This is an optimization exercise on Yosys and OpenROAD, whose aim is small area, a short achievable clock period and few clock cycles, not a production implementation. Where RTL was checked, it was by simulation tests only, not by an equivalence proof against the original. The RTL of run 1 was laid out without a check of its function. No activity file was given, so power comes from the tool's default toggle rates.

==> flow/flow/run.sh <==
#!/bin/bash
# The standard layout, with the port buffers made of plain buffers and a
# larger setup margin for the timing repair.
set -euo pipefail
export BUFFER_PORTS_ARGS="-buffer_cell sky130_fd_sc_hd__buf_1"
bash standard.sh SETUP_SLACK_MARGIN=6.5 finish > layout.log 2>&1
==> flow/standard.sh <==
#!/bin/bash
# synth_recipe.tcl (not shown) runs the flow's synth.tcl, then flattens the netlist and writes it again
# the make line also repeats each setting of config.mk as NAME=value (left out here)
make -C /OpenROAD-flow-scripts/flow DESIGN_CONFIG=/design/flow/config.mk WORK_HOME=/design/flow/orfs CLKGATE_MAP_FILE= SYNTH_SCRIPT=/design/flow/synth_recipe.tcl "${@:-finish}"
==> flow/config.mk <==
export PLATFORM = sky130hd
export DESIGN_NAME = pool_accel
export DESIGN_NICKNAME = pool_accel
export VERILOG_FILES = /design/flow/design.v
export SDC_FILE = /design/flow/constraint.sdc
export NUM_CORES = 4
export LEC_CHECK = 0
export CAP_MARGIN = 20
export CORE_MARGIN = 2
export CORE_UTILIZATION = 40
export CTS_CLUSTER_DIAMETER = 60
export CTS_CLUSTER_SIZE = 30
export SLEW_MARGIN = 20
==> flow/constraint.sdc <==
create_clock -name core_clock -period 10.0 [get_ports {clk}]
set_input_delay 2.0000 -clock core_clock [delete_from_list [all_inputs] [get_ports {clk}]]
set_output_delay 2.0000 -clock core_clock [all_outputs]
set_load 0.01 [all_outputs]
==> flow/design.v <==
package pool_pkg;
    typedef logic [31:0] word_t;
    typedef logic [7:0] dim_t;
    typedef logic [1:0] ksize_t;
    typedef enum logic {
        POOL_MAX = 1'b0,   
        POOL_SUM = 1'b1    
    } pool_mode_e;
    typedef enum logic [1:0] {
        OP_CONF = 2'd0,
        OP_DEST = 2'd1,
        OP_RUN  = 2'd2
    } cmd_op_e;
    typedef enum logic [1:0] {
        ST_IDLE,
        ST_RUN,
        ST_DRAIN
    } ctrl_state_e;
    localparam int CONF_KSIZE_LSB  = 0;
    localparam int CONF_STRIDE_LSB = 2;
    localparam int CONF_MODE_BIT   = 4;
    localparam int CONF_WIDTH_LSB  = 8;
    localparam int CONF_HEIGHT_LSB = 16;
endpackage
module pool_accel (
    input  logic        clk,
    input  logic        rst,
    input  logic        cmd_valid_i,
    input  logic [1:0]  cmd_op_i,
    input  logic [31:0] cmd_rj_i,
    input  logic [31:0] cmd_rk_i,
    output logic        rsp_valid_o,
    output logic        wb_cyc_o,
    output logic        wb_stb_o,
    output logic        wb_we_o,
    output logic [31:0] wb_adr_o,
    output logic [31:0] wb_dat_o,
    input  logic [31:0] wb_dat_i,
    input  logic        wb_ack_i
);
    logic [31:0] src_q;
    logic [31:0] dst_q;
    logic [7:0]  w_q;
    logic [7:0]  h_q;
    logic [1:0]  k_q;       
    logic [1:0]  s_q;       
    logic        mode_q;    
    logic        busy_q;
    logic        rsp_q;
    logic        cmd_acc;
    logic        conf_acc;
    logic        dest_acc;
    logic        run_acc;
    logic        fits;
    assign cmd_acc  = cmd_valid_i && !busy_q;
    assign conf_acc = cmd_acc && (cmd_op_i == 2'd0);
    assign dest_acc = cmd_acc && (cmd_op_i == 2'd1);
    assign run_acc  = cmd_acc && (cmd_op_i == 2'd2);
    assign fits     = ({6'd0, k_q} <= w_q) && ({6'd0, k_q} <= h_q);
    always_ff @(posedge clk) begin
        if (conf_acc) begin
            src_q  <= cmd_rj_i;
            k_q    <= (cmd_rk_i[1:0] == 2'd0) ? 2'd1 : cmd_rk_i[1:0];
            s_q    <= (cmd_rk_i[3:2] == 2'd0) ? 2'd1 : cmd_rk_i[3:2];
            mode_q <= cmd_rk_i[4];
            w_q    <= cmd_rk_i[15:8];
            h_q    <= cmd_rk_i[23:16];
        end
        if (dest_acc) begin
            dst_q <= cmd_rj_i;
        end
    end
    logic        k1;
    logic        k3;
    logic [12:0] w4;        
    logic [12:0] km1w4;     
    logic [12:0] sw4;       
    logic [1:0]  jump;      
    assign k1    = (k_q == 2'd1);
    assign k3    = (k_q == 2'd3);
    assign w4    = {3'd0, w_q, 2'd0};
    assign km1w4 = k3 ? {2'd0, w_q, 3'd0} : (k1 ? 13'd0 : w4);
    assign sw4   = (s_q[1] ? {2'd0, w_q, 3'd0} : 13'd0) + (s_q[0] ? w4 : 13'd0);
    assign jump  = (s_q > k_q) ? (s_q - k_q + 2'd1) : 2'd1;
    logic [1:0]  i_q;
    logic [7:0]  c_q;
    logic [1:0]  cnt_q;
    logic [7:0]  y_q;
    logic        rdone_q;    
    logic [12:0] dlt_q;      
    logic        i_end;
    logic        nxt_cpl;
    logic        x_fits_c;
    logic        y_fits_c;
    logic        x_fits;     
    logic        y_fits;
    logic [12:0] dlt_q2;
    logic [1:0]  cstep;
    logic [12:0] dlt_nxt;
    assign i_end   = (i_q == k_q - 2'd1);
    assign nxt_cpl = i_end && (cnt_q == 2'd0);
    assign x_fits_c = ({1'b0, c_q} + {7'd0, s_q} + 9'd1) <= {1'b0, w_q};
    assign y_fits_c = ({1'b0, y_q} + {7'd0, s_q} + {7'd0, k_q}) <= {1'b0, h_q};
    assign cstep   = (cnt_q == 2'd0) ? jump : 2'd1;
    always_comb begin
        if (!i_end) begin
            dlt_nxt = w4;
        end else if (cnt_q != 2'd0 || x_fits_c) begin
            dlt_nxt = {9'd0, cstep, 2'd0} - km1w4;
        end else begin
            dlt_nxt = sw4 - km1w4 - {3'd0, c_q, 2'd0};
        end
    end
    always_ff @(posedge clk) begin
        x_fits <= x_fits_c;
        y_fits <= y_fits_c;
        dlt_q2 <= dlt_nxt;
    end
    logic        stb_q;
    logic        we_q;
    logic [31:0] adr_q;
    logic [31:0] oth_q;
    logic        t_first_q;  
    logic        t_last_q;
    logic        t_cpl_q;
    logic        pend_q;     
    logic        wq_q;       
    logic [31:0] d_q;
    logic        dv_q;
    logic        d_first_q;
    logic        d_last_q;
    logic        d_cpl_q;
    logic [31:0] acc_q;      
    logic        cv_q;       
    logic        c_cpl_q;    
    logic [31:0] c1_q;       
    logic [31:0] p2_q;       
    logic [31:0] res_q;
    logic        bnd;
    logic        go_w;
    logic        go_r;
    logic        swap;
    logic        fin;
    logic [31:0] adr_sum;
    assign bnd     = busy_q && (!stb_q || wb_ack_i);
    assign go_w    = wq_q || (cv_q && c_cpl_q);
    assign go_r    = !go_w && !rdone_q && (!nxt_cpl || !pend_q || (stb_q && we_q));
    assign swap    = go_w || we_q;
    assign fin     = busy_q && rdone_q && stb_q && we_q && wb_ack_i;
    assign adr_sum = adr_q + (we_q ? 32'd4 : {{19{dlt_q[12]}}, dlt_q});
    logic        adv_q;
    always_ff @(posedge clk) begin
        if (rst) begin
            busy_q  <= 1'b0;
            rsp_q   <= 1'b0;
            stb_q   <= 1'b0;
            pend_q  <= 1'b0;
            wq_q    <= 1'b0;
            rdone_q <= 1'b1;
            adv_q   <= 1'b0;
        end else begin
            rsp_q <= conf_acc || dest_acc || (run_acc && !fits) || fin;
            adv_q <= bnd && go_r;
            if (run_acc && fits) begin
                busy_q  <= 1'b1;
                rdone_q <= 1'b0;
                pend_q  <= 1'b0;
                wq_q    <= 1'b0;
            end
            if (fin) begin
                busy_q <= 1'b0;
            end
            if (cv_q && c_cpl_q) begin
                wq_q <= 1'b1;
            end
            if (stb_q && we_q && wb_ack_i) begin
                pend_q <= 1'b0;
            end
            if (adv_q && nxt_cpl) begin
                pend_q <= 1'b1;
                if (!x_fits && !y_fits) begin
                    rdone_q <= 1'b1;
                end
            end
            if (bnd) begin
                stb_q <= go_w || go_r;
                if (go_w) begin
                    wq_q <= 1'b0;
                end
            end
        end
    end
    always_ff @(posedge clk) begin
        if (run_acc) begin
            adr_q <= src_q;
            oth_q <= dst_q;
            we_q  <= 1'b0;
        end else if (bnd && (go_w || go_r)) begin
            we_q  <= go_w;
            adr_q <= swap ? oth_q : adr_sum;
            if (swap) begin
                oth_q <= adr_sum;
            end
            if (go_r) begin
                t_first_q <= (i_q == 2'd0);
                t_last_q  <= i_end;
                t_cpl_q   <= nxt_cpl;
            end
        end
    end
    always_ff @(posedge clk) begin
        if (run_acc) begin
            dlt_q <= '0;
            i_q   <= '0;
            c_q   <= '0;
            cnt_q <= k_q - 2'd1;
            y_q   <= '0;
        end else if (adv_q) begin
            dlt_q <= dlt_q2;
            if (!i_end) begin
                i_q <= i_q + 2'd1;
            end else begin
                i_q <= '0;
                if (cnt_q != 2'd0) begin
                    cnt_q <= cnt_q - 2'd1;
                    c_q   <= c_q + 8'd1;
                end else if (x_fits) begin
                    cnt_q <= (s_q > k_q) ? k_q - 2'd1 : s_q - 2'd1;
                    c_q   <= c_q + {6'd0, jump};
                end else begin
                    cnt_q <= k_q - 2'd1;
                    c_q   <= '0;
                    y_q   <= y_q + {6'd0, s_q};
                end
            end
        end
    end
    logic [31:0] x_q;
    logic        f_q;        
    logic        f_last_q;
    logic        f_cpl_q;
    logic        wb_p2_q;    
    logic        col_done;   
    logic        col_cpl;
    logic [31:0] ident;
    logic [31:0] yv;
    logic [32:0] ut;
    logic [31:0] u;
    assign ident    = {!mode_q, 31'd0};
    assign yv       = f_q ? ident : acc_q;
    logic [32:0] yin;
    logic [32:0] pp;
    logic [32:0] cy;
    logic [31:0] sel;
    logic [31:0] hi;
    logic [31:0] lo;
    assign yin      = {yv[31], yv} ^ {33{!mode_q}};
    assign pp       = {x_q[31], x_q} ^ yin;
    assign ut       = {x_q[31], x_q} + yin + {32'd0, !mode_q};
    assign cy       = ut ^ pp;
    assign sel      = mode_q ? cy[31:0] : {32{ut[32]}};
    assign hi       = mode_q ? ~pp[31:0] : yv;
    assign lo       = mode_q ? pp[31:0] : x_q;
    assign u        = (sel & hi) | (~sel & lo);
    assign col_done = (dv_q && !d_first_q && d_last_q) || (f_q && f_last_q);
    assign col_cpl  = f_q ? f_cpl_q : d_cpl_q;
    always_ff @(posedge clk) begin
        d_q       <= wb_dat_i;
        d_first_q <= t_first_q;
        d_last_q  <= t_last_q;
        d_cpl_q   <= t_cpl_q;
        f_last_q  <= d_last_q;
        f_cpl_q   <= d_cpl_q;
        c_cpl_q   <= col_cpl;
        if (stb_q && !we_q && wb_ack_i && !t_first_q) begin
            x_q <= wb_dat_i;
        end else if (dv_q && d_first_q) begin
            x_q <= d_q;
        end else if (col_done && col_cpl && k3) begin
            x_q <= p2_q;
        end else if ((col_done && (col_cpl ? !k1 : k3)) || (cv_q && c_cpl_q && k3)) begin
            x_q <= c1_q;
        end else begin
            x_q <= ident;
        end
        if (rst) begin
            dv_q    <= 1'b0;
            f_q     <= 1'b0;
            cv_q    <= 1'b0;
            wb_p2_q <= 1'b0;
        end else begin
            dv_q    <= stb_q && !we_q && wb_ack_i;
            f_q     <= dv_q && d_first_q;
            cv_q    <= col_done;
            wb_p2_q <= k3 && ((col_done && !col_cpl) || (cv_q && c_cpl_q));
        end
    end
    always_ff @(posedge clk) begin
        if ((dv_q && !d_first_q) || f_q) begin
            acc_q <= u;
        end
        if (wb_p2_q) begin
            p2_q <= u;
        end
        if (wb_p2_q || (cv_q && !k3)) begin
            c1_q <= acc_q;
        end
        if (cv_q && c_cpl_q) begin
            res_q <= u;
        end
    end
    assign rsp_valid_o = rsp_q;
    assign wb_cyc_o    = stb_q;
    assign wb_stb_o    = stb_q;
    assign wb_we_o     = we_q;
    assign wb_adr_o    = adr_q;
    assign wb_dat_o    = res_q;
endmodule
==> impl_results.md, run 1 <==
* Endpoint required time on the critical path at 10.51 ns
* Register area share after synthesis at 0.526
* Portion of netlist area occupied by mux cells at 0.0240
* Maximum count of clock buffers along a single path at 3
* Dominant register cell in the synthesized netlist: sky130_fd_sc_hd__edfxtp_1
* Number of remaining DRC errors at 0
* Count of distinct cell types in the synthesized netlist at 81
* Post-synthesis adder-cell area fraction at 0.0879
* Remaining max-slew budget at the tightest pin at 0.291
* Clock slew at the register clock pins of the worst setup and hold paths at 0.08 ns
* Reg-to-reg startpoint: k_q[0]$_SDFFCE_PN1P_
* Xor/xnor share of the synthesized area at 0.0500
* Total Routed Length at 54000 um
* Slew at the pin with the worst max-slew slack at 1.06 ns
* RSZ-0062 raised after global routing: yes
* Die width at 232 um
* Average wire length per cell after detail routing at 18.6 um
* Main combinational cell family by area after synthesis: compound AO/OA/AOI/OAI gates
* Insertion delay to the later sink of the worst-skew pair at 0.58 ns
* Outcome: finished clean
* Launching element of the worst setup path: k_q[0]$_SDFFCE_PN1P_
* Hold buffer count at cts at 0
* Clock net sink count at 406
* Effective utilization at floorplan at 0.405
* Area growth from synthesis to final layout at 19.2%
* Fraction of the mapped netlist area in compound gates at 0.142
* Number of synthesized register bits at 406
* Routability-driven placement congestion ratio at 0.871
* Clock skew after layout at 0.0350 ns
* Final hold viol count at 0
* Maximum achievable frequency at 254 MHz
* Count of H-tree levels built during CTS at 2
* Max-slew violations at 0
* Netlist area before placement at 20800 sq um
* Startpoint types: flip-flop
* Post-route fraction of the period consumed by the critical path at 0.394
* Die boundary height at 232 um
* Mean cell area of the mapped netlist at 10.5 sq um
* Classification of the worst setup path: reg -> reg
* Endpoints failing setup at 0
* Post-synthesis simple-gate area fraction at 0.134
* Num rows at 83
* Fraction of final layout cells sized beyond drive strength 1 at 0.142
* Final cell area excluding filler cells at 24800 sq um
* Number of warnings printed during yosys synthesis at 1
* Min Tclk post-route at 3.94 ns
* Number of flops mapped to enable cells by yosys at 282
* Vias in the first global route at 15277
* 1st-pass router iterations at 5
* Die outline area at 53900 sq um
* Placement Cell Area at 22100 sq um
* Number of cells produced by synthesis at 1987
* Detailed placer's ending HPWL at 33500 um
* Areal power density over the cells at 146 nW/um^2
* Floorplan core area at 51400 sq um
* Signal arrival time at the worst endpoint at 4.45 ns
* Hold path start: t_cpl_q$_DFFE_PP_
* Async set-or-reset flop fraction in the synthesized netlist at 0
* Net count of the mapped netlist at 2221
* Number of port buffers at 158
* TritonCTS clock tree: built
* GRT Total Usage at 0.197
* Antenna violations before repair at 6
* Total Negative Setup Slacks at 0 ns
* Max-cap check violation count at 0
* Per-cell via count in the routed design at 5.30
* Clock root buffer: sky130_fd_sc_hd__clkbuf_16
* Final antenna-violating net count at 0
* Global route overflow at 0
* Max IR drop VDD at 0.150 mV
* Critical-path maximum fanout at 4
* Static power due to leakage at 9.36 nW
* Count of routing violations after the opening detailed-route iteration at 1013
* Via count at 15403
* First-pass GRT wire length at 83300 um
* # nets final at 2429
* Num CTS Buffers at 35
* Maximum number of pins on one net before global-route repair at 126
* Worst Hold Class: reg -> reg
* Crit end category: flip-flop
* Count of boundary I/O pins at 170
==> cell usage in the layout (no fill, tap or decap), drive strengths merged, types with 17 or more instances in the layout <==
cell,n
a21oi,178
nor2,122
o21ai,170
fa,24
nor2b,58
xnor2,82
xor2,37
ha,108
nor3,31
a21o,38
inv,103
nand3,63
a211oi,17
clkbuf,39
edfxtp,282
mux2i,50
nand2,237
dfxtp,124
buf,259
==> report_power, final <==
group	switching (W)	internal, W
combinational	0.000194	0.000150
sequential	0.0000184	0.00183
clock	0.000697	0.000723
total	0.000910	0.00271
==> through the flow <==
stage / hold slack [ns] / std cells / util / setup slack [ns] / total power [W]
3_3_place_gp: 0.326 / 2749 / 0.430 / 4.89 / 0.00216
6_report: 0.346 / 2906 / 0.483 / 6.06 / 0.00362
2_1_floorplan: 0.323 / 1987 / - / 6.21 / 0.00209
3_5_place_dp: 0.330 / 2749 / 0.430 / 4.83 / 0.00217
5_1_grt: 0.364 / 2905 / 0.483 / 5.88 / 0.00375
4_1_cts: 0.348 / 2876 / 0.472 / 6.12 / 0.00362
==> repair_timing <==
action	in CTS	in global routing
setup endpoints to repair	141	156
cloned	8	2
setup buffers	55	24
pin swaps	30	34
resized for setup	79	81
==> state kept, by name, summed over array words and instances, names as in the netlist, 8 cells and up <==
| register | flops |
|---|---|
| d_q | 32 |
| acc_q | 32 |
| x_q | 32 |
| adr_q | 32 |
| dlt_q | 11 |
| oth_q | 32 |
| c_q | 8 |
| y_q | 8 |
| p2_q | 32 |
| c1_q | 32 |
| dlt_q2 | 11 |
| src_q | 32 |
| w_q | 8 |
| h_q | 8 |
| dst_q | 32 |
| res_q | 32 |
==> worst max-delay path, cell delays in order (launching register included) <==
cell and delay (ns):
sky130_fd_sc_hd__edfxtp_1 0.55, sky130_fd_sc_hd__ha_4 0.26, sky130_fd_sc_hd__nor2_4 0.14, sky130_fd_sc_hd__a22oi_2 0.10
sky130_fd_sc_hd__fa_1 0.55, sky130_fd_sc_hd__inv_2 0.04, sky130_fd_sc_hd__fa_2 0.57, sky130_fd_sc_hd__inv_2 0.06
sky130_fd_sc_hd__ha_4 0.20, sky130_fd_sc_hd__nor2b_4 0.12, sky130_fd_sc_hd__o21ai_2 0.20, sky130_fd_sc_hd__a21boi_2 0.10
sky130_fd_sc_hd__o21ai_2 0.20, sky130_fd_sc_hd__a21oi_2 0.09, sky130_fd_sc_hd__o21a_1 0.19, sky130_fd_sc_hd__o21a_1 0.20
sky130_fd_sc_hd__o21ai_1 0.13, sky130_fd_sc_hd__nand3b_1 0.09, sky130_fd_sc_hd__a21oi_2 0.12
==> synth_stat cells (5+ instances only) <==
| library cell | instances | share of area |
|---|---|---|
| sky130_fd_sc_hd__mux2i_1 | 50 | 0.024 |
| sky130_fd_sc_hd__and2_1 | 14 | 0.0042 |
| sky130_fd_sc_hd__a21o_1 | 37 | 0.013 |
| sky130_fd_sc_hd__a21oi_1 | 175 | 0.042 |
| sky130_fd_sc_hd__a21boi_0 | 5 | 0.0018 |
| sky130_fd_sc_hd__nand2b_1 | 15 | 0.0045 |
| sky130_fd_sc_hd__buf_1 | 11 | 0.0020 |
| sky130_fd_sc_hd__o21a_1 | 11 | 0.0040 |
| sky130_fd_sc_hd__a31oi_1 | 13 | 0.0039 |
| sky130_fd_sc_hd__xor2_1 | 37 | 0.016 |
| sky130_fd_sc_hd__o21ai_1 | 26 | 0.0062 |
| sky130_fd_sc_hd__o21bai_1 | 6 | 0.0022 |
| sky130_fd_sc_hd__inv_1 | 91 | 0.016 |
| sky130_fd_sc_hd__ha_1 | 108 | 0.065 |
| sky130_fd_sc_hd__nor3b_1 | 6 | 0.0022 |
| sky130_fd_sc_hd__nor2b_1 | 56 | 0.017 |
| sky130_fd_sc_hd__dfxtp_1 | 124 | 0.12 |
| sky130_fd_sc_hd__or2_2 | 6 | 0.0018 |
| sky130_fd_sc_hd__a22oi_1 | 7 | 0.0025 |
| sky130_fd_sc_hd__xnor2_1 | 82 | 0.034 |
| sky130_fd_sc_hd__and3_1 | 10 | 0.0030 |
| sky130_fd_sc_hd__edfxtp_1 | 282 | 0.41 |
| sky130_fd_sc_hd__nand3b_1 | 6 | 0.0022 |
| sky130_fd_sc_hd__a2111oi_0 | 6 | 0.0025 |
| sky130_fd_sc_hd__nand3_1 | 62 | 0.015 |
| sky130_fd_sc_hd__or3_1 | 6 | 0.0018 |
| sky130_fd_sc_hd__clkbuf_1 | 74 | 0.013 |
| sky130_fd_sc_hd__o21ai_0 | 143 | 0.034 |
| sky130_fd_sc_hd__a211oi_1 | 15 | 0.0054 |
| sky130_fd_sc_hd__nor3_1 | 30 | 0.0072 |
| sky130_fd_sc_hd__nand4_1 | 9 | 0.0027 |
| sky130_fd_sc_hd__nor2_1 | 122 | 0.022 |
| sky130_fd_sc_hd__nand2_1 | 237 | 0.043 |
| sky130_fd_sc_hd__fa_1 | 24 | 0.023 |
==> final timing paths <==
path	endpoint	slack, ns	depth (start not counted)
worst max-delay path	dlt_q2[11]$_SDFF_PN0_	6.06	18
worst min-delay path	d_cpl_q$_DFF_P_	0.35	0
worst max register to register	dlt_q2[11]$_SDFF_PN0_	6.06	18
worst min register to register	d_cpl_q$_DFF_P_	0.35	0
==> cells by family after synthesis <==
kind of cell,count (synthesis)
xor+xnor,119
flops,406
mux,50
fa+ha+maj,132
simple gates,597
compound gates,497
buf+inv,186
==> per-layer routing <==
metal / track usage / vias up / part of all wire / routed length [um]
met4: 0.0679 / 6 / 0.026 / 1430
met3: 0.0298 / 111 / 0.045 / 2420
met2: 0.341 / 383 / 0.49 / 26700
met5: 0 / - / 0.00085 / 46
li1: - / 7531 / - / -
met1: 0.250 / 7372 / 0.43 / 23400
==> final cells by class <==
cell class / count / area (sq um)
flip-flops and latches: 406 / 11000
clock buffers: 38 / 908
well taps: 680 / 851
fillers: 4633 / 26600
repair buffers: 264 / 1700
inverters: 91 / 342
clock inverters: 26 / 273
diodes: 4 / 10.0
multi-input cells: 1397 / 9800
==> inputs of run 2 (changes only) <==
--- a/flow/design.v
+++ b/flow/design.v
@@ -94,7 +94,7 @@
     logic        y_fits_c;
     logic        x_fits;     
     logic        y_fits;
-    logic [12:0] dlt_q2;
+    logic [12:0] db_q;       
     logic [1:0]  cstep;
     logic [12:0] dlt_nxt;
     assign i_end   = (i_q == k_q - 2'd1);
@@ -105,16 +105,15 @@
     always_comb begin
         if (!i_end) begin
             dlt_nxt = w4;
-        end else if (cnt_q != 2'd0 || x_fits_c) begin
+        end else if (cnt_q != 2'd0 || x_fits) begin
             dlt_nxt = {9'd0, cstep, 2'd0} - km1w4;
         end else begin
-            dlt_nxt = sw4 - km1w4 - {3'd0, c_q, 2'd0};
+            dlt_nxt = db_q - {3'd0, c_q, 2'd0};
         end
     end
     always_ff @(posedge clk) begin
         x_fits <= x_fits_c;
         y_fits <= y_fits_c;
-        dlt_q2 <= dlt_nxt;
     end
     logic        stb_q;
     logic        we_q;
@@ -211,12 +210,13 @@
     always_ff @(posedge clk) begin
         if (run_acc) begin
             dlt_q <= '0;
+            db_q  <= sw4 - km1w4;
             i_q   <= '0;
             c_q   <= '0;
             cnt_q <= k_q - 2'd1;
             y_q   <= '0;
         end else if (adv_q) begin
-            dlt_q <= dlt_q2;
+            dlt_q <= dlt_nxt;
             if (!i_end) begin
                 i_q <= i_q + 2'd1;
             end else begin
@@ -248,20 +248,8 @@
     logic [31:0] u;
     assign ident    = {!mode_q, 31'd0};
     assign yv       = f_q ? ident : acc_q;
-    logic [32:0] yin;
-    logic [32:0] pp;
-    logic [32:0] cy;
-    logic [31:0] sel;
-    logic [31:0] hi;
-    logic [31:0] lo;
-    assign yin      = {yv[31], yv} ^ {33{!mode_q}};
-    assign pp       = {x_q[31], x_q} ^ yin;
-    assign ut       = {x_q[31], x_q} + yin + {32'd0, !mode_q};
-    assign cy       = ut ^ pp;
-    assign sel      = mode_q ? cy[31:0] : {32{ut[32]}};
-    assign hi       = mode_q ? ~pp[31:0] : yv;
-    assign lo       = mode_q ? pp[31:0] : x_q;
-    assign u        = (sel & hi) | (~sel & lo);
+    assign ut       = {x_q[31], x_q} + ({yv[31], yv} ^ {33{!mode_q}}) + {32'd0, !mode_q};
+    assign u        = mode_q ? ut[31:0] : (ut[32] ? yv : x_q);
     assign col_done = (dv_q && !d_first_q && d_last_q) || (f_q && f_last_q);
     assign col_cpl  = f_q ? f_cpl_q : d_cpl_q;
     always_ff @(posedge clk) begin
==> flow/flow/run.sh (replaced) <==
#!/bin/bash
# The standard layout, with the port buffers made of plain buffers, a larger
# setup margin for the timing repair, and a clock tree without dummy loads.
set -euo pipefail
export BUFFER_PORTS_ARGS="-buffer_cell sky130_fd_sc_hd__buf_1"
export CTS_ARGS="-sink_clustering_enable -repair_clock_nets -sink_clustering_size 30 -sink_clustering_max_diameter 60 -dont_use_dummy_load"
bash standard.sh SETUP_SLACK_MARGIN=6.5 finish > layout.log 2>&1
--- a/flow/config.mk
+++ b/flow/config.mk
@@ -7,7 +7,5 @@
 export LEC_CHECK = 0
 export CAP_MARGIN = 20
 export CORE_MARGIN = 2
-export CORE_UTILIZATION = 40
-export CTS_CLUSTER_DIAMETER = 60
-export CTS_CLUSTER_SIZE = 30
+export CORE_UTILIZATION = 55
 export SLEW_MARGIN = 20
==> impl_results.md, run 2 <==
* 1st-pass router iterations at 5 (unchanged)
* Number of port buffers at 158 (unchanged)
* Final antenna-violating net count at 0 (unchanged)
* Die boundary height at 201 um (was 232 um)
* Power share of the sequential group at 0.554 (was 0.512)
* Number of warnings printed during yosys synthesis at 1 (unchanged)
* Slew at the pin with the worst max-slew slack at 0.989 ns (was 1.06 ns)
* Insertion delay to the later sink of the worst-skew pair at 0.56 ns (was 0.58 ns)
* Total Negative Setup Slacks at 0 ns (unchanged)
* Areal power density over the cells at 137 nW/um^2 (was 146 nW/um^2)
* Detailed-route wire length on metal 1 at 23500 um (was 23400 um)
* Top metal layer carrying routed signals: met4 (was met5)
* Die outline area at 40300 sq um (was 53900 sq um)
* Static power due to leakage at 9.35 nW (was 9.36 nW)
* Min Tclk post-route at 3.57 ns (was 3.94 ns)
* Startpoint types: flip-flop (unchanged)
* Via count at 15619 (was 15403)
* Register area share after synthesis at 0.520 (was 0.526)
* Count of H-tree levels built during CTS at 2 (unchanged)
* Int Power at 0.00259 W (was 0.00271 W)
* Async set-or-reset flop fraction in the synthesized netlist at 0 (unchanged)
* Total Routed Length at 53500 um (was 54000 um)
* Fraction of final layout cells sized beyond drive strength 1 at 0.128 (was 0.142)
* Endpoints failing setup at 0 (unchanged)
* Final cell count without fillers at 2746 (was 2906)
* Net switching power at 0.000774 W (was 0.000910 W)
* Maximum achievable frequency at 280 MHz (was 254 MHz)
* TritonCTS clock tree: built (unchanged)
* First-pass GRT wire length at 83300 um (about the same)
* Area growth from synthesis to final layout at 15.6% (was 19.2%)
* Signal arrival time at the worst endpoint at 3.86 ns (was 4.45 ns)
* Endpoint required time on the critical path at 10.29 ns (was 10.51 ns)
* Most common cell after layout, fill and taps aside: sky130_fd_sc_hd__edfxtp_1 (unchanged)
* Crit end category: flip-flop (unchanged)
* Cells after DPL at 2632 (was 2749)
* Final hold viol count at 0 (unchanged)
* Detailed placer's ending HPWL at 33600 um (was 33500 um)
* Clock skew after layout at 0.0430 ns (was 0.0350 ns)
* Maximum count of clock buffers along a single path at 3 (unchanged)
* Average wire length per cell after detail routing at 19.5 um (was 18.6 um)
* Floorplan core area at 38400 sq um (was 51400 sq um)
* Num rows at 72 (was 83)
* Number of cells produced by synthesis at 2040 (was 1987)
* Outcome: finished clean (unchanged)
* Count of boundary I/O pins at 170 (unchanged)
* Comb power frac at 0.099 (was 0.095)
* Worst Hold Class: reg -> reg (unchanged)
* Net count of the mapped netlist at 2277 (was 2221)
* Most frequently used cell type in the post-synthesis netlist: sky130_fd_sc_hd__edfxtp_1 (unchanged)
* Max-cap check violation count at 0 (unchanged)
* Post-route fraction of the period consumed by the critical path at 0.357 (was 0.394)
* Routability-driven placement congestion ratio at 0.907 (was 0.871)
* Mean cell area of the mapped netlist at 10.4 sq um (was 10.5 sq um)
* Routed length on met2 at 25900 um (was 26700 um)
* Antenna violations before repair at 0 (was 6)
* Critical-path maximum fanout at 6 (was 4)
* Share of total power in the clock network at 0.347 (was 0.393)
* Global route overflow at 0 (unchanged)
* Dominant register cell in the synthesized netlist: sky130_fd_sc_hd__edfxtp_1 (unchanged)
* RSZ-0062 raised after global routing: yes (unchanged)
* Met3 layer wire length in the routed design at 2400 um (was 2420 um)
* Per-cell via count in the routed design at 5.69 (was 5.30)
* Count of antenna diodes in the layout at 0 (was 4)
* Number of synthesized register bits at 406 (unchanged)
* Number of flops mapped to enable cells by yosys at 293 (was 282)
* Clock slew at the register clock pins of the worst setup and hold paths at 0.09 ns (was 0.08 ns)
* Clock net sink count at 406 (unchanged)
* Max IR drop VDD at 0.176 mV (was 0.150 mV)
* Max-slew violations at 0 (unchanged)
* Count of distinct cell types in the synthesized netlist at 87 (was 81)
* Count of routing violations after the opening detailed-route iteration at 968 (was 1013)
* Synth top area share at 0.414 (was 0.406)
* GRT Total Usage at 0.261 (was 0.197)
* # nets final at 2467 (was 2429)
* Netlist area before placement at 21300 sq um (was 20800 sq um)
* Top cell types by occurrence after synthesis: sky130_fd_sc_hd__edfxtp_1 (293), sky130_fd_sc_hd__nand2_1 (254), sky130_fd_sc_hd__a21oi_1 (189), sky130_fd_sc_hd__o21ai_0 (131), sky130_fd_sc_hd__nor2_1 (121) (was sky130_fd_sc_hd__edfxtp_1 (282), sky130_fd_sc_hd__nand2_1 (237), sky130_fd_sc_hd__a21oi_1 (175), sky130_fd_sc_hd__o21ai_0 (143), sky130_fd_sc_hd__dfxtp_1 (124))
* Vias in the first global route at 15476 (was 15277)
* Fillers at 3150 (was 4633)
* Top library cells by usage in the layout, fill and taps aside: sky130_fd_sc_hd__edfxtp_1 (293), sky130_fd_sc_hd__nand2_1 (253), sky130_fd_sc_hd__a21oi_1 (171) (was sky130_fd_sc_hd__edfxtp_1 (282), sky130_fd_sc_hd__nand2_1 (232), sky130_fd_sc_hd__a21oi_1 (166))
* Core utilization of the finished layout at 0.641 (was 0.483)
* Cell taking the most area after synthesis: sky130_fd_sc_hd__edfxtp_1 (unchanged)
* Num CTS Buffers at 34 (was 35)
* Remaining max-slew budget at the tightest pin at 0.340 (was 0.291)
* Ranking of synthesized cells by area: sky130_fd_sc_hd__edfxtp_1 (41%), sky130_fd_sc_hd__dfxtp_1 (11%), sky130_fd_sc_hd__ha_1 (6.8%), sky130_fd_sc_hd__nand2_1 (4.5%), sky130_fd_sc_hd__a21oi_1 (4.4%) (was sky130_fd_sc_hd__edfxtp_1 (41%), sky130_fd_sc_hd__dfxtp_1 (12%), sky130_fd_sc_hd__ha_1 (6.5%), sky130_fd_sc_hd__nand2_1 (4.3%), sky130_fd_sc_hd__a21oi_1 (4.2%))
* Number of remaining DRC errors at 0 (unchanged)
* Classification of the worst setup path: reg -> reg (unchanged)
* Setup slack of the most critical reg-to-reg path at 6.43 ns (was 6.06 ns)
* Effective utilization at floorplan at 0.554 (was 0.405)
* Clock root buffer: sky130_fd_sc_hd__clkbuf_16 (unchanged)
* Proportion of total power due to net switching at 0.230 (was 0.252)
* Maximum number of pins on one net before global-route repair at 72 (was 126)
* Die width at 201 um (was 232 um)
-- run 2: cell types whose count changed after synthesis, sizes merged, moves of 12 or more --
cell and change:
mux2i -12, nor2b -13, nand2 +17, and2b +14, o21ai -18, xnor2 +12, a21oi +15
-- run 2: cells by family (layout without fill, tap and decap cells) --
kind of cell,after synthesis,after routing,synth area share
mux,44,44,0.0211
xor+xnor,131,131,0.0539
fa+ha+maj,135,135,0.0861
buf+inv,197,384,0.0381
simple gates,616,617,0.135
compound gates,511,511,0.146
flops,406,406,0.520
-- run 2: per-layer routing --
| layer | global-route usage | up-vias |
|---|---|---|
| li1 | - | 7625 |
| met1 | 0.343 | 7519 |
| met2 | 0.446 | 380 |
| met3 | 0.0362 | 95 |
| met4 | 0.0899 | 0 |
| met5 | 0 | - |
-- run 2: area by class of cell --
cell class / instances / area, sq um / share of cell area
clock buffer: 34 / 851 / 0.0346
timing repair buffer: 251 / 1640 / 0.0665
tap: 518 / 648 / 0.0264
inverter: 99 / 384 / 0.0156
sequential: 406 / 11100 / 0.450
multi-input combinational: 1438 / 10000 / 0.407
-- run 2: power by group through the flow --
stage	Combinational, W	Clock [W]	Sequential [W]
6_report	0.000333	0.00117	0.00186
3_5_place_dp	0.000276	0	0.00190
5_1_grt	0.000370	0.00125	0.00187
3_3_place_gp	0.000268	0	0.00190
4_1_cts	0.000310	0.00119	0.00186
2_1_floorplan	0.000204	0	0.00190
-- run 2: timing repair --
action                                 CTS  global route
setup buffers                           42            28
hold buffers                             0             0
resized for setup                       54            95
endpoints found under the hold margin    0             0
setup endpoints to repair              200           120
cloned                                   8             1
pin swaps                               25            40
-- run 2: per-stage QoR --
stage          hold slack (ns)  total power, W  cell area [sq um]  setup slack, ns
6_report                 0.352         0.00336              24600             6.43
5_1_grt                  0.359         0.00349              24600             6.33
4_1_cts                  0.353         0.00337              23900             6.42
2_1_floorplan            0.323         0.00210              21400             6.37
3_3_place_gp             0.324         0.00217              22300             5.05
3_5_place_dp             0.337         0.00218              22300             4.97
-- run 2: worst max-delay path, cell delays in order, from the launching register on --
cell	delay, ns
sky130_fd_sc_hd__edfxtp_1	0.44
sky130_fd_sc_hd__buf_12	0.17
sky130_fd_sc_hd__buf_8	0.15
sky130_fd_sc_hd__xnor2_2	0.13
sky130_fd_sc_hd__ha_2	0.38
sky130_fd_sc_hd__a21oi_4	0.08
sky130_fd_sc_hd__nor2_4	0.15
sky130_fd_sc_hd__o2111ai_4	0.16
sky130_fd_sc_hd__a211oi_4	0.35
sky130_fd_sc_hd__o211ai_2	0.17
sky130_fd_sc_hd__a31oi_4	0.25
sky130_fd_sc_hd__buf_12	0.14
sky130_fd_sc_hd__buf_6	0.10
sky130_fd_sc_hd__buf_12	0.12
sky130_fd_sc_hd__mux2_2	0.34
sky130_fd_sc_hd__nor2_2	0.11
sky130_fd_sc_hd__a21oi_2	0.05
-- run 2: worst paths after layout --
path	start	cells after the start	to
max	mode_q$_DFFE_PP_	16	p2_q[29]$_DFFE_PP_
min	t_last_q$_DFFE_PP_	0	d_last_q$_DFF_P_
max reg2reg	mode_q$_DFFE_PP_	16	p2_q[29]$_DFFE_PP_
min reg2reg	t_last_q$_DFFE_PP_	0	d_last_q$_DFF_P_
Testbench counts of run 2, summed over its fixed seeds: cycles 127,638.
==> inputs of run 3 (changes only) <==
--- a/flow/flow/run.sh
+++ b/flow/flow/run.sh
@@ -4,4 +4,4 @@
 set -euo pipefail
 export BUFFER_PORTS_ARGS="-buffer_cell sky130_fd_sc_hd__buf_1"
 export CTS_ARGS="-sink_clustering_enable -repair_clock_nets -sink_clustering_size 30 -sink_clustering_max_diameter 60 -dont_use_dummy_load"
-bash standard.sh SETUP_SLACK_MARGIN=6.5 finish > layout.log 2>&1
+bash standard.sh SETUP_SLACK_MARGIN=6.7 finish > layout.log 2>&1
--- a/flow/config.mk
+++ b/flow/config.mk
@@ -7,5 +7,5 @@
 export LEC_CHECK = 0
 export CAP_MARGIN = 20
 export CORE_MARGIN = 2
-export CORE_UTILIZATION = 55
+export CORE_UTILIZATION = 40
 export SLEW_MARGIN = 20
==> impl_results.md, run 3 <==
* Count of H-tree levels built during CTS at 2 (unchanged)
* First-pass GRT wire length at 87900 um (was 83300 um)
* Netlist area before placement at 21300 sq um (unchanged)
* Critical-path maximum fanout at 6 (unchanged)
* Count of distinct cell types in the synthesized netlist at 87 (unchanged)
* Number of synthesized register bits at 406 (unchanged)
* Worst Hold Slack at 0.294 ns (was 0.352 ns)
* Cell taking the most area after synthesis: sky130_fd_sc_hd__edfxtp_1 (unchanged)
* Signal arrival time at the worst endpoint at 3.75 ns (was 3.86 ns)
* Number of flops mapped to enable cells by yosys at 293 (unchanged)
* Outcome: finished clean (unchanged)
* Area growth from synthesis to final layout at 22.6% (was 15.6%)
* Most common cell after layout, fill and taps aside: sky130_fd_sc_hd__edfxtp_1 (unchanged)
* Register area share after synthesis at 0.520 (unchanged)
* Synth top area share at 0.414 (unchanged)
* Total Routed Length at 57500 um (was 53500 um)
* Number of port buffers at 158 (unchanged)
* TritonCTS clock tree: built (unchanged)
* Clock skew after layout at 0.0678 ns (was 0.0430 ns)
* Met3 layer wire length in the routed design at 2970 um (was 2400 um)
* Detailed placer's ending HPWL at 35300 um (was 33600 um)
* Fraction of final layout cells sized beyond drive strength 1 at 0.191 (was 0.128)
* Number of cells produced by synthesis at 2040 (unchanged)
* Net count of the mapped netlist at 2277 (unchanged)
* Average wire length per cell after detail routing at 19.4 um (was 19.5 um)
* Max IR drop VDD at 0.132 mV (was 0.176 mV)
* CP Cell Sequence: buf_12, bufbuf_16, a21oi_4, fa_2, a21oi_4, nor2_4, o2111ai_4, a211oi_4, o211ai_2, a31oi_4, buf_6, buf_6, buf_16, mux2i_2, o21ai_2 (was buf_12, buf_8, xnor2_2, ha_2, a21oi_4, nor2_4, o2111ai_4, a211oi_4, o211ai_2, a31oi_4, buf_12, buf_6, buf_12, mux2_2, nor2_2, a21oi_2)
* Remaining max-slew budget at the tightest pin at 0.307 (was 0.340)
* Top metal layer carrying routed signals: met5 (was met4)
* Static power due to leakage at 9.79 nW (was 9.35 nW)
* Fillers at 4709 (was 3150)
* RSZ-0062 raised after global routing: yes (unchanged)
* Worst Hold Class: reg -> reg (unchanged)
* Clock net sink count at 406 (unchanged)
* Post-route fraction of the period consumed by the critical path at 0.347 (was 0.357)
* Most frequently used cell type in the post-synthesis netlist: sky130_fd_sc_hd__edfxtp_1 (unchanged)
* Endpoints failing setup at 0 (unchanged)
* Die boundary height at 235 um (was 201 um)
* Clock slew at the register clock pins of the worst setup and hold paths at 0.08 ns (was 0.09 ns)
* Slew at the pin with the worst max-slew slack at 1.04 ns (was 0.989 ns)
* Count of boundary I/O pins at 170 (unchanged)
* Final cell area excluding filler cells at 26100 sq um (was 24600 sq um)
* Routability-driven placement congestion ratio at 0.894 (was 0.907)
* Per-cell via count in the routed design at 5.40 (was 5.69)
* Max-cap check violation count at 0 (unchanged)
* Min Tclk post-route at 3.47 ns (was 3.57 ns)
* Maximum count of clock buffers along a single path at 3 (unchanged)
* Classification of the worst setup path: reg -> reg (unchanged)
* Vias in the first global route at 15672 (was 15476)
* Final antenna-violating net count at 0 (unchanged)
* Final cell count without fillers at 2966 (was 2746)
* GRT Total Usage at 0.200 (was 0.261)
* Num rows at 84 (was 72)
* Floorplan core area at 52600 sq um (was 38400 sq um)
* Top cell types by occurrence after synthesis: sky130_fd_sc_hd__edfxtp_1 (293), sky130_fd_sc_hd__nand2_1 (254), sky130_fd_sc_hd__a21oi_1 (189), sky130_fd_sc_hd__o21ai_0 (131), sky130_fd_sc_hd__nor2_1 (121) (unchanged)
* Async set-or-reset flop fraction in the synthesized netlist at 0 (unchanged)
* Mean cell area of the mapped netlist at 10.4 sq um (unchanged)
* Largest stage delay, worst path at 0.43 ns (was 0.44 ns)
* Antenna violations before repair at 7 (was 0)
* Num CTS Buffers at 35 (was 34)
* Via count at 16027 (was 15619)
* Cells after DPL at 2806 (was 2632)
* Global route overflow at 0 (unchanged)
* Ranking of synthesized cells by area: sky130_fd_sc_hd__edfxtp_1 (41%), sky130_fd_sc_hd__dfxtp_1 (11%), sky130_fd_sc_hd__ha_1 (6.8%), sky130_fd_sc_hd__nand2_1 (4.5%), sky130_fd_sc_hd__a21oi_1 (4.4%) (unchanged)
* Number of remaining DRC errors at 0 (unchanged)
* 1st-pass router iterations at 5 (unchanged)
* Dominant register cell in the synthesized netlist: sky130_fd_sc_hd__edfxtp_1 (unchanged)
* Count of routing violations after the opening detailed-route iteration at 1100 (was 968)
* Routed length on met2 at 27300 um (was 25900 um)
* Effective utilization at floorplan at 0.405 (was 0.554)
* Crit end category: flip-flop (unchanged)
* Maximum number of pins on one net before global-route repair at 66 (was 72)
* Highest-delay cell along the critical path: sky130_fd_sc_hd__edfxtp_1 (unchanged)
* Areal power density over the cells at 131 nW/um^2 (was 137 nW/um^2)
* # nets final at 2513 (was 2467)
* Placement Cell Area at 22600 sq um (was 22300 sq um)
* Startpoint types: flip-flop (unchanged)
* Insertion delay to the later sink of the worst-skew pair at 0.55 ns (was 0.56 ns)
* Detailed-route wire length on metal 1 at 25700 um (was 23500 um)
* Top library cells by usage in the layout, fill and taps aside: sky130_fd_sc_hd__edfxtp_1 (293), sky130_fd_sc_hd__nand2_1 (247), sky130_fd_sc_hd__a21oi_1 (163) (was sky130_fd_sc_hd__edfxtp_1 (293), sky130_fd_sc_hd__nand2_1 (253), sky130_fd_sc_hd__a21oi_1 (171))
* Die outline area at 55100 sq um (was 40300 sq um)
* Maximum achievable frequency at 288 MHz (was 280 MHz)
* Endpoint required time on the critical path at 10.28 ns (was 10.29 ns)
* Die width at 235 um (was 201 um)
* Max-slew violations at 0 (unchanged)
* Total Negative Setup Slacks at 0 ns (unchanged)
* Final hold viol count at 0 (unchanged)
* Clock root buffer: sky130_fd_sc_hd__clkbuf_16 (unchanged)
* Number of warnings printed during yosys synthesis at 1 (unchanged)
-- run 3: cell types whose count changed in the layout (fill, tap and decap cells not counted), sizes merged --
| cell | change |
|---|---|
| buf | +43 |
| clkbuf | +2 |
| diode | +4 |
| nor2 | +1 |
-- run 3: worst max-delay path: cells and delay by family, from the launching register on --
kind	cells	cell delay [ns]
mux	1	0.23
simple gates	1	0.14
buf+inv	5	0.85
flops	1	0.43
compound gates	7	1.26
fa+ha+maj	1	0.27
-- run 3: kinds of logic (layout without fill, tap and decap cells) --
family | count (synthesis) | in the layout | share of synthesized area
xor gates and xnor gates | 131 | 131 | 0.0539
AOI/OAI and AO/OA | 511 | 511 | 0.146
muxes | 44 | 44 | 0.0211
DFF | 406 | 406 | 0.520
adders and majority gates | 135 | 135 | 0.0861
buffers and inverters | 197 | 429 | 0.0381
and+or+nand+nor | 616 | 618 | 0.135
other | 0 | 4 | 0
-- run 3: per-stage QoR --
stage                     setup slack (ns)   util  power, W
after CTS                             6.44  0.471   0.00342
after detailed placement              4.97  0.429   0.00218
after floorplan                       6.37      -   0.00210
after global routing                  6.39  0.497   0.00355
final                                 6.53  0.497   0.00342
after global placement                5.05  0.429   0.00217
-- run 3: cell type report --
| cell class | count | area (sq um) | share of cell area |
|---|---|---|---|
| Inverter | 99 | 400 | 0.0153 |
| Sequential cell | 406 | 11100 | 0.424 |
| Timing Repair Buffer | 295 | 2120 | 0.0812 |
| Multi-Input combinational cell | 1439 | 10800 | 0.412 |
| Tap cell | 688 | 861 | 0.0330 |
| Clock buffer | 35 | 876 | 0.0336 |
| Antenna cell | 4 | 10.0 | 0.000384 |
-- run 3: worst paths after layout --
path / start / end / slack (ns) / cells past startpoint
worst min-delay path: t_last_q$_DFFE_PP_ / d_last_q$_DFF_P_ / 0.29 / 0
worst min register to register: t_last_q$_DFFE_PP_ / d_last_q$_DFF_P_ / 0.29 / 0
worst max register to register: mode_q$_DFFE_PP_ / p2_q[10]$_DFFE_PP_ / 6.53 / 15
worst max-delay path: mode_q$_DFFE_PP_ / p2_q[10]$_DFFE_PP_ / 6.53 / 15
-- run 3: repair_timing --
action / in CTS / in global routing
endpoints found under the setup margin: 230 / 192
resized for setup: 148 / 172
hold buffers: 0 / 0
pin swaps: 45 / 81
buffers inserted: 55 / 52
gates cloned: 11 / 3
-- run 3: per-layer routing --
metal  vias up  global-route usage
li1       7724                   -
met1      7802               0.267
met2       409               0.334
met3        88              0.0308
met4         4              0.0621
met5         -                   0
-- run 3: power breakdown --
part / total [W] / internal (W) / switching [W]
logic: 0.000368 / 0.000163 / 0.000204
clock network: 0.00119 / 0.000617 / 0.000575
registers: 0.00186 / 0.00185 / 0.0000193
total: 0.00342 / 0.00263 / 0.000799
==> inputs of run 4 (changes only) <==
--- a/flow/flow/run.sh
+++ b/flow/flow/run.sh
@@ -4,4 +4,4 @@
 set -euo pipefail
 export BUFFER_PORTS_ARGS="-buffer_cell sky130_fd_sc_hd__buf_1"
 export CTS_ARGS="-sink_clustering_enable -repair_clock_nets -sink_clustering_size 30 -sink_clustering_max_diameter 60 -dont_use_dummy_load"
-bash standard.sh SETUP_SLACK_MARGIN=6.7 finish > layout.log 2>&1
+bash standard.sh SETUP_SLACK_MARGIN=6.5 finish > layout.log 2>&1
--- a/flow/config.mk
+++ b/flow/config.mk
@@ -8,4 +8,5 @@
 export CAP_MARGIN = 20
 export CORE_MARGIN = 2
 export CORE_UTILIZATION = 40
+export PLACE_DENSITY = 0.75
 export SLEW_MARGIN = 20
==> impl_results.md, run 4 <==
* Outcome: finished clean (unchanged)
* Endpoints failing setup at 0 (unchanged)
* Count of distinct cell types in the synthesized netlist at 87 (unchanged)
* Detailed placer's ending HPWL at 34800 um (was 35300 um)
* Net count of the mapped netlist at 2277 (unchanged)
* Antenna violations before repair at 4 (was 7)
* Total Negative Setup Slacks at 0 ns (unchanged)
* Die width at 235 um (unchanged)
* Most frequently used cell type in the post-synthesis netlist: sky130_fd_sc_hd__edfxtp_1 (unchanged)
* Floorplan core area at 52600 sq um (unchanged)
* Number of cells produced by synthesis at 2040 (unchanged)
* Static power due to leakage at 9.26 nW (was 9.79 nW)
* Top Family by Delay on Critical Path: compound AO/OA/AOI/OAI gates (unchanged)
* Maximum achievable frequency at 291 MHz (was 288 MHz)
* Final hold viol count at 0 (unchanged)
* R2r worst-path depth at 11 (was 15)
* Ranking of synthesized cells by area: sky130_fd_sc_hd__edfxtp_1 (41%), sky130_fd_sc_hd__dfxtp_1 (11%), sky130_fd_sc_hd__ha_1 (6.8%), sky130_fd_sc_hd__nand2_1 (4.5%), sky130_fd_sc_hd__a21oi_1 (4.4%) (unchanged)
* Synth top area share at 0.414 (unchanged)
* Die boundary height at 235 um (unchanged)
* # nets final at 2462 (was 2513)
* M3 GR Usage at 0.0321 (was 0.0308)
* Startpoint types: flip-flop (unchanged)
* Per-cell via count in the routed design at 5.44 (was 5.40)
* 1st-pass router iterations at 6 (was 5)
* Areal power density over the cells at 139 nW/um^2 (was 131 nW/um^2)
* Min Tclk post-route at 3.44 ns (was 3.47 ns)
* Effective utilization at floorplan at 0.405 (unchanged)
* Area growth from synthesis to final layout at 15.6% (was 22.6%)
* Top cell types by occurrence after synthesis: sky130_fd_sc_hd__edfxtp_1 (293), sky130_fd_sc_hd__nand2_1 (254), sky130_fd_sc_hd__a21oi_1 (189), sky130_fd_sc_hd__o21ai_0 (131), sky130_fd_sc_hd__nor2_1 (121) (unchanged)
* Hold buffer count at cts at 0 (unchanged)
* Mean cell area of the mapped netlist at 10.4 sq um (unchanged)
* RSZ-0062 raised after global routing: yes (unchanged)
* Global route overflow at 0 (unchanged)
* CP Cell Sequence: nor2b_4, ha_1, a21oi_2, inv_1, o311a_1, or3_1, o22ai_2, and3b_1, a311oi_2, xor2_1, o21ai_1 (was buf_12, bufbuf_16, a21oi_4, fa_2, a21oi_4, nor2_4, o2111ai_4, a211oi_4, o211ai_2, a31oi_4, buf_6, buf_6, buf_16, mux2i_2, o21ai_2)
* Classification of the worst setup path: reg -> reg (unchanged)
* Async set-or-reset flop fraction in the synthesized netlist at 0 (unchanged)
* TritonCTS clock tree: built (unchanged)
* Clock skew after layout at 0.0503 ns (was 0.0678 ns)
* Post-route fraction of the period consumed by the critical path at 0.344 (was 0.347)
* Netlist area before placement at 21300 sq um (unchanged)
* Crit end category: flip-flop (unchanged)
* Worst Hold Class: reg -> reg (unchanged)
* Count of routing violations after the opening detailed-route iteration at 1094 (was 1100)
* Most common cell after layout, fill and taps aside: sky130_fd_sc_hd__edfxtp_1 (unchanged)
* Slew at the pin with the worst max-slew slack at 1.06 ns (was 1.04 ns)
* Num CTS Buffers at 37 (was 35)
* Final cell area excluding filler cells at 24600 sq um (was 26100 sq um)
* Number of flops mapped to enable cells by yosys at 293 (unchanged)
* Highest-delay cell along the critical path: sky130_fd_sc_hd__dfxtp_1 (was sky130_fd_sc_hd__edfxtp_1)
* Routability-driven placement congestion ratio at 0.906 (was 0.894)
* Dominant register cell in the synthesized netlist: sky130_fd_sc_hd__edfxtp_1 (unchanged)
* Clock root buffer: sky130_fd_sc_hd__clkbuf_16 (unchanged)
* Met2 Use GR at 0.304 (was 0.334)
* Cell taking the most area after synthesis: sky130_fd_sc_hd__edfxtp_1 (unchanged)
* Clock net sink count at 406 (unchanged)
* First-pass GRT wire length at 82400 um (was 87900 um)
* Stages on the worst setup path at 11 (was 15)
* Fillers at 4801 (was 4709)
* Via count at 15854 (was 16027)
* Register area share after synthesis at 0.520 (unchanged)
* Max IR drop VDD at 0.134 mV (was 0.132 mV)
* Insertion delay to the later sink of the worst-skew pair at 0.56 ns (was 0.55 ns)
* Remaining max-slew budget at the tightest pin at 0.289 (was 0.307)
* Critical-path maximum fanout at 6 (unchanged)
* Buf+Inv Stages, Crit Path at 1 (was 5)
* Number of remaining DRC errors at 0 (unchanged)
* Number of port buffers at 158 (unchanged)
* Total Routed Length at 53500 um (was 57500 um)
* Met1 track demand over resource in global routing at 0.242 (was 0.267)
* Count of H-tree levels built during CTS at 2 (unchanged)
* Final antenna-violating net count at 0 (unchanged)
* GRT Total Usage at 0.184 (was 0.200)
* Maximum count of clock buffers along a single path at 3 (unchanged)
* Average wire length per cell after detail routing at 18.4 um (was 19.4 um)
* Count of boundary I/O pins at 170 (unchanged)
* Vias in the first global route at 15601 (was 15672)
* Fraction of final layout cells sized beyond drive strength 1 at 0.121 (was 0.191)
* Number of synthesized register bits at 406 (unchanged)
* Num rows at 84 (unchanged)
* Placement Cell Area at 22500 sq um (was 22600 sq um)
* Most utilized layer in the global route result: met2 (unchanged)
* Die outline area at 55100 sq um (unchanged)
* Number of warnings printed during yosys synthesis at 1 (unchanged)
* Signal arrival time at the worst endpoint at 3.72 ns (was 3.75 ns)
* Max-cap check violation count at 0 (unchanged)
* Endpoint required time on the critical path at 10.28 ns (about the same)
* Top library cells by usage in the layout, fill and taps aside: sky130_fd_sc_hd__edfxtp_1 (293), sky130_fd_sc_hd__nand2_1 (252), sky130_fd_sc_hd__a21oi_1 (171) (was sky130_fd_sc_hd__edfxtp_1 (293), sky130_fd_sc_hd__nand2_1 (247), sky130_fd_sc_hd__a21oi_1 (163))
* Largest stage delay, worst path at 0.49 ns (was 0.43 ns)
* Max-slew violations at 0 (unchanged)
* Clock slew at the register clock pins of the worst setup and hold paths at 0.07 ns (was 0.08 ns)
* Power, Total at 0.00341 W (was 0.00342 W)
* Number of instances on the worst hold path at 0 (unchanged)
* Maximum number of pins on one net before global-route repair at 67 (was 66)
run 4: final timing paths:
check / startpoint / to / slack [ns]
worst max register to register: dlt_q[12]$_SDFFE_PP0P_ / adr_q[30]$_DFFE_PP_ / 6.56
worst max-delay path: dlt_q[12]$_SDFFE_PP0P_ / adr_q[30]$_DFFE_PP_ / 6.56
worst min-delay path: t_last_q$_DFFE_PP_ / d_last_q$_DFF_P_ / 0.34
worst min register to register: t_last_q$_DFFE_PP_ / d_last_q$_DFF_P_ / 0.34
run 4: area by class of cell:
type                    instances  area (sq um)  area share
multi-input cells            1439          9890       0.402
inverters                      99           388      0.0158
clock buffers                  37           926      0.0377
diodes                          3          7.51    0.000305
well taps                     688           861      0.0350
repair buffers                242          1450      0.0590
flip-flops and latches        406         11100       0.450
run 4: cells by family (layout without fill, tap and decap cells):
logic type	count (synthesis)	in the layout	share of synthesized area
AND/OR/NAND/NOR	616	618	0.135
AO/OA/AOI/OAI	511	511	0.146
flip-flops	406	406	0.520
buffers and inverters	197	378	0.0381
adder cells (fa/ha/maj)	135	135	0.0861
XOR/XNOR	131	131	0.0539
multiplexers	44	44	0.0211
other	0	3	0
run 4: stage by stage:
stage,instances,setup WS [ns],util,hold slack (ns)
final,2914,6.56,0.468,0.344
after global routing,2913,6.37,0.468,0.364
after CTS,2872,6.50,0.455,0.345
after detailed placement,2803,4.92,0.428,0.328
after global placement,2803,5.08,0.428,0.329
after floorplan,2040,6.37,-,0.323
run 4: worst register-to-register path: cells and delay by family (launching register included):
| kind | cells | cell delay [ns] |
|---|---|---|
| AOI/OAI and AO/OA | 5 | 1.11 |
| xor gates and xnor gates | 1 | 0.24 |
| adders and majority gates | 1 | 0.36 |
| buffers and inverters | 1 | 0.07 |
| DFF | 1 | 0.49 |
| and+or+nand+nor | 3 | 0.91 |
run 4: report_power, final:
group / total [W] / switching [W] / internal [W]
Sequential: 0.00187 / 0.0000190 / 0.00185
Clock: 0.00123 / 0.000576 / 0.000650
Combinational: 0.000321 / 0.000187 / 0.000133
Total: 0.00341 / 0.000783 / 0.00263
run 4: timing repair:
item | 4_1_cts | 5_1_grt
pin swaps | 11 | 40
gates resized for setup | 45 | 87
endpoints found under the setup margin | 203 | 109
hold endpoints to repair | 0 | 0
buffers inserted | 30 | 34
cloned | 2 | 5
run 4: routing by layer:
| layer | up-vias | part of all wire |
|---|---|---|
| li1 | 7608 | - |
| met1 | 7602 | 0.43 |
| met2 | 514 | 0.47 |
| met3 | 128 | 0.059 |
| met4 | 2 | 0.037 |
| met5 | - | 0.00024 |
==> inputs of run 5 (changes only) <==
--- a/flow/config.mk
+++ b/flow/config.mk
@@ -8,5 +8,4 @@
 export CAP_MARGIN = 20
 export CORE_MARGIN = 2
 export CORE_UTILIZATION = 40
-export PLACE_DENSITY = 0.75
 export SLEW_MARGIN = 20
==> impl_results.md, run 5 <==
* Detailed placer's ending HPWL at 34600 um (was 34800 um)
* Net switching power at 0.000770 W (was 0.000783 W)
* Number of cells produced by synthesis at 2040 (unchanged)
* Effective utilization at floorplan at 0.405 (unchanged)
* Via count at 15525 (was 15854)
* Clock root buffer: sky130_fd_sc_hd__clkbuf_16 (unchanged)
* Largest stage delay, worst path at 0.42 ns (was 0.49 ns)
* Die boundary height at 235 um (unchanged)
* Die outline area at 55100 sq um (unchanged)
* Maximum count of clock buffers along a single path at 3 (unchanged)
* Top cell types by occurrence after synthesis: sky130_fd_sc_hd__edfxtp_1 (293), sky130_fd_sc_hd__nand2_1 (254), sky130_fd_sc_hd__a21oi_1 (189), sky130_fd_sc_hd__o21ai_0 (131), sky130_fd_sc_hd__nor2_1 (121) (unchanged)
* Proportion of total power due to net switching at 0.229 (about the same)
* Global route overflow at 0 (unchanged)
* Cells after DPL at 2807 (was 2803)
* # nets final at 2467 (was 2462)
* CP Cell Sequence: buf_6, buf_1 (was nor2b_4, ha_1, a21oi_2, inv_1, o311a_1, or3_1, o22ai_2, and3b_1, a311oi_2, xor2_1, o21ai_1)
* Classification of the worst setup path: reg -> out (was reg -> reg)
* Cell taking the most area after synthesis: sky130_fd_sc_hd__edfxtp_1 (unchanged)
* Count of H-tree levels built during CTS at 2 (unchanged)
* Ranking of synthesized cells by area: sky130_fd_sc_hd__edfxtp_1 (41%), sky130_fd_sc_hd__dfxtp_1 (11%), sky130_fd_sc_hd__ha_1 (6.8%), sky130_fd_sc_hd__nand2_1 (4.5%), sky130_fd_sc_hd__a21oi_1 (4.4%) (unchanged)
* Dominant register cell in the synthesized netlist: sky130_fd_sc_hd__edfxtp_1 (unchanged)
* Hold buffer count at cts at 0 (unchanged)
* Outcome: finished clean (unchanged)
* Num CTS Buffers at 35 (was 37)
* Number of warnings printed during yosys synthesis at 1 (unchanged)
* Clock slew at the register clock pins of the worst setup and hold paths at 0.07 ns (about the same)
* Average wire length per cell after detail routing at 18.2 um (was 18.4 um)
* RSZ-0062 raised after global routing: yes (unchanged)
* Comb power frac at 0.095 (was 0.094)
* Top library cells by usage in the layout, fill and taps aside: sky130_fd_sc_hd__edfxtp_1 (293), sky130_fd_sc_hd__nand2_1 (253), sky130_fd_sc_hd__a21oi_1 (172) (was sky130_fd_sc_hd__edfxtp_1 (293), sky130_fd_sc_hd__nand2_1 (252), sky130_fd_sc_hd__a21oi_1 (171))
* Async set-or-reset flop fraction in the synthesized netlist at 0 (unchanged)
* Share of total power in the clock network at 0.352 (was 0.359)
* Power share of the sequential group at 0.554 (was 0.547)
* Insertion delay to the later sink of the worst-skew pair at 0.54 ns (was 0.56 ns)
* Per-cell via count in the routed design at 5.32 (was 5.44)
* Vias in the first global route at 14917 (was 15601)
* Static power due to leakage at 9.26 nW (about the same)
* Crit end category: primary output (was flip-flop)
* Final hold viol count at 0 (unchanged)
* Most frequently used cell type in the post-synthesis netlist: sky130_fd_sc_hd__edfxtp_1 (unchanged)
* Int Power at 0.00260 W (was 0.00263 W)
* Final cell count without fillers at 2919 (was 2914)
* Max-slew violations at 0 (unchanged)
* Maximum achievable frequency at 292 MHz (was 291 MHz)
* Count of distinct cell types in the synthesized netlist at 87 (unchanged)
* Min Tclk post-route at 3.42 ns (was 3.44 ns)
* Worst Hold Slack at 0.322 ns (was 0.344 ns)
* Max-cap check violation count at 0 (unchanged)
* Number of synthesized register bits at 406 (unchanged)
* First-pass GRT wire length at 81900 um (was 82400 um)
* Number of port buffers at 158 (unchanged)
* Net count of the mapped netlist at 2277 (unchanged)
* Remaining max-slew budget at the tightest pin at 0.339 (was 0.289)
* Endpoints failing setup at 0 (unchanged)
* Synth top area share at 0.414 (unchanged)
* Startpoint types: flip-flop (unchanged)
* Max IR drop VDD at 0.133 mV (was 0.134 mV)
* Final cell area excluding filler cells at 24600 sq um (about the same)
* Register area share after synthesis at 0.520 (unchanged)
* Maximum number of pins on one net before global-route repair at 80 (was 67)
* Min setup slack post-route at 6.58 ns (was 6.56 ns)
* Most common cell after layout, fill and taps aside: sky130_fd_sc_hd__edfxtp_1 (unchanged)
* Post-route fraction of the period consumed by the critical path at 0.342 (was 0.344)
* Endpoint required time on the critical path at 8.00 ns (was 10.28 ns)
* Critical-path maximum fanout at 18 (was 6)
* Final antenna-violating net count at 0 (unchanged)
* Total Routed Length at 53100 um (was 53500 um)
* Clock net sink count at 406 (unchanged)
* Count of boundary I/O pins at 170 (unchanged)
* Worst Hold Class: reg -> reg (unchanged)
* Total Negative Setup Slacks at 0 ns (unchanged)
* Routability-driven placement congestion ratio at 0.823 (was 0.906)
* Fraction of final layout cells sized beyond drive strength 1 at 0.125 (was 0.121)
* Count of routing violations after the opening detailed-route iteration at 938 (was 1094)
* Number of remaining DRC errors at 0 (unchanged)
* Slew at the pin with the worst max-slew slack at 0.991 ns (was 1.06 ns)
* GRT Total Usage at 0.185 (was 0.184)
* Highest-delay cell along the critical path: sky130_fd_sc_hd__dfxtp_4 (was sky130_fd_sc_hd__dfxtp_1)
* Num rows at 84 (unchanged)
* Mean cell area of the mapped netlist at 10.4 sq um (unchanged)
* TritonCTS clock tree: built (unchanged)
* Number of flops mapped to enable cells by yosys at 293 (unchanged)
* Die width at 235 um (unchanged)
* Setup slack of the most critical reg-to-reg path at 6.58 ns (was 6.56 ns)
* Floorplan core area at 52600 sq um (unchanged)
* Setup slack at placement at 5.05 ns (was 4.92 ns)
* Signal arrival time at the worst endpoint at 1.42 ns (was 3.72 ns)
* Placement Cell Area at 22500 sq um (about the same)
* Clock skew after layout at 0.0548 ns (was 0.0503 ns)
* Area growth from synthesis to final layout at 15.7% (was 15.6%)
* Antenna violations before repair at 3 (was 4)
* Areal power density over the cells at 137 nW/um^2 (was 139 nW/um^2)
* 1st-pass router iterations at 5 (was 6)
* Netlist area before placement at 21300 sq um (unchanged)
[run 5: kinds of logic (layout without fill, tap and decap cells)]
family / after synthesis / in the layout / share of synthesized area
adder cells (fa/ha/maj): 135 / 135 / 0.0861
flip-flops: 406 / 406 / 0.520
other: 0 / 3 / 0
multiplexers: 44 / 44 / 0.0211
AO/OA/AOI/OAI: 511 / 511 / 0.146
AND/OR/NAND/NOR: 616 / 618 / 0.135
XOR/XNOR: 131 / 131 / 0.0539
buffers and inverters: 197 / 383 / 0.0381
[run 5: path summary, 6_finish.rpt]
kind / start / end / cells past startpoint
worst max-delay path: we_q$_SDFFE_PP0P_ / wb_we_o / 2
worst min-delay path: d_cpl_q$_DFF_P_ / f_cpl_q$_DFF_P_ / 0
worst max register to register: k_q[1]$_SDFFCE_PN0P_ / db_q[11]$_DFFE_PP_ / 16
worst min register to register: d_cpl_q$_DFF_P_ / f_cpl_q$_DFF_P_ / 0
[run 5: layout make-up]
class / instances / area [sq um]
clock buffer: 35 / 876
sequential: 406 / 11100
inverter: 99 / 384
timing repair buffer: 249 / 1520
fill: 4869 / 27900
antenna: 3 / 7.51
multi-input combinational: 1439 / 9890
tap: 688 / 861
[run 5: power groups by stage]
stage / sequential (W) / combinational, W / clock, W
floorplan: 0.00190 / 0.000204 / 0
global placement: 0.00190 / 0.000270 / 0
detailed placement: 0.00190 / 0.000278 / 0
CTS: 0.00186 / 0.000295 / 0.00122
global route: 0.00187 / 0.000357 / 0.00127
finish: 0.00186 / 0.000319 / 0.00118
[run 5: critical path: cells and delay by family (launching register included)]
kind | cells | cell delay (ns)
flops | 1 | 0.42
buf+inv | 2 | 0.46
[run 5: what timing repair did]
action / in CTS / in global routing
setup buffers: 22 / 43
setup endpoints to repair: 197 / 109
gates resized for setup: 54 / 72
pin swaps: 12 / 38
cloned: 3 / 5
[run 5: stage by stage]
step,util,power [W]
floorplan,-,0.00210
global placement,0.429,0.00217
detailed placement,0.429,0.00218
CTS,0.454,0.00338
global route,0.468,0.00350
finish,0.468,0.00337
[run 5: per-layer routing]
layer | vias up | global-route usage | wire, um
met5 | - | 0 | 0
met4 | 0 | 0.0520 | 1280
met3 | 77 | 0.0289 | 2510
met2 | 356 | 0.310 | 25400
met1 | 7482 | 0.248 | 23900
li1 | 7610 | - | -

==> re-timing with driven ports <==
Ports are ideal in the flow. The routed layouts listed here were re-timed in OpenROAD.
Step 1 sets driving cells, clkbuf_16 on the clock port and buf_2 on the other inputs (assumed; they add their load-dependent delay and slew).
Step 2 moves the port delays by t, midway between the first and last clock arrival at a register: inputs arrive t later, outputs are due t later. That takes back most of the time a late clock gives input paths.
Three values: ideal, step 1, step 2; two values: the first two.
run | t (ns) | setup WS [ns] | worst hold slack (ns) | worst setup path at the end | cell pins on the clock port's net
run 1 | 0.609 | 6.056 / 6.056 / 5.994 | 0.346 / 0.346 / 0.346 | input to register | 1
run 2 | 0.594 | 6.434 / 6.434 / 6.079 | 0.352 / 0.352 / 0.352 | input to register | 1
run 3 | 0.577 | 6.531 / 6.531 / 6.215 | 0.294 / 0.294 / 0.294 | input to register | 1
run 4 | 0.586 | 6.562 / 6.562 / 6.084 | 0.344 / 0.344 / 0.344 | input to register | 1
run 5 | 0.575 | 6.580 / 6.526 / 6.099 | 0.322 / 0.322 / 0.322 | input to register | 1
After both steps setup and hold are still met in every run listed. The setup slack of run 5, which loses most, moves by -0.054 ns with the drivers and by -0.481 ns with both steps.
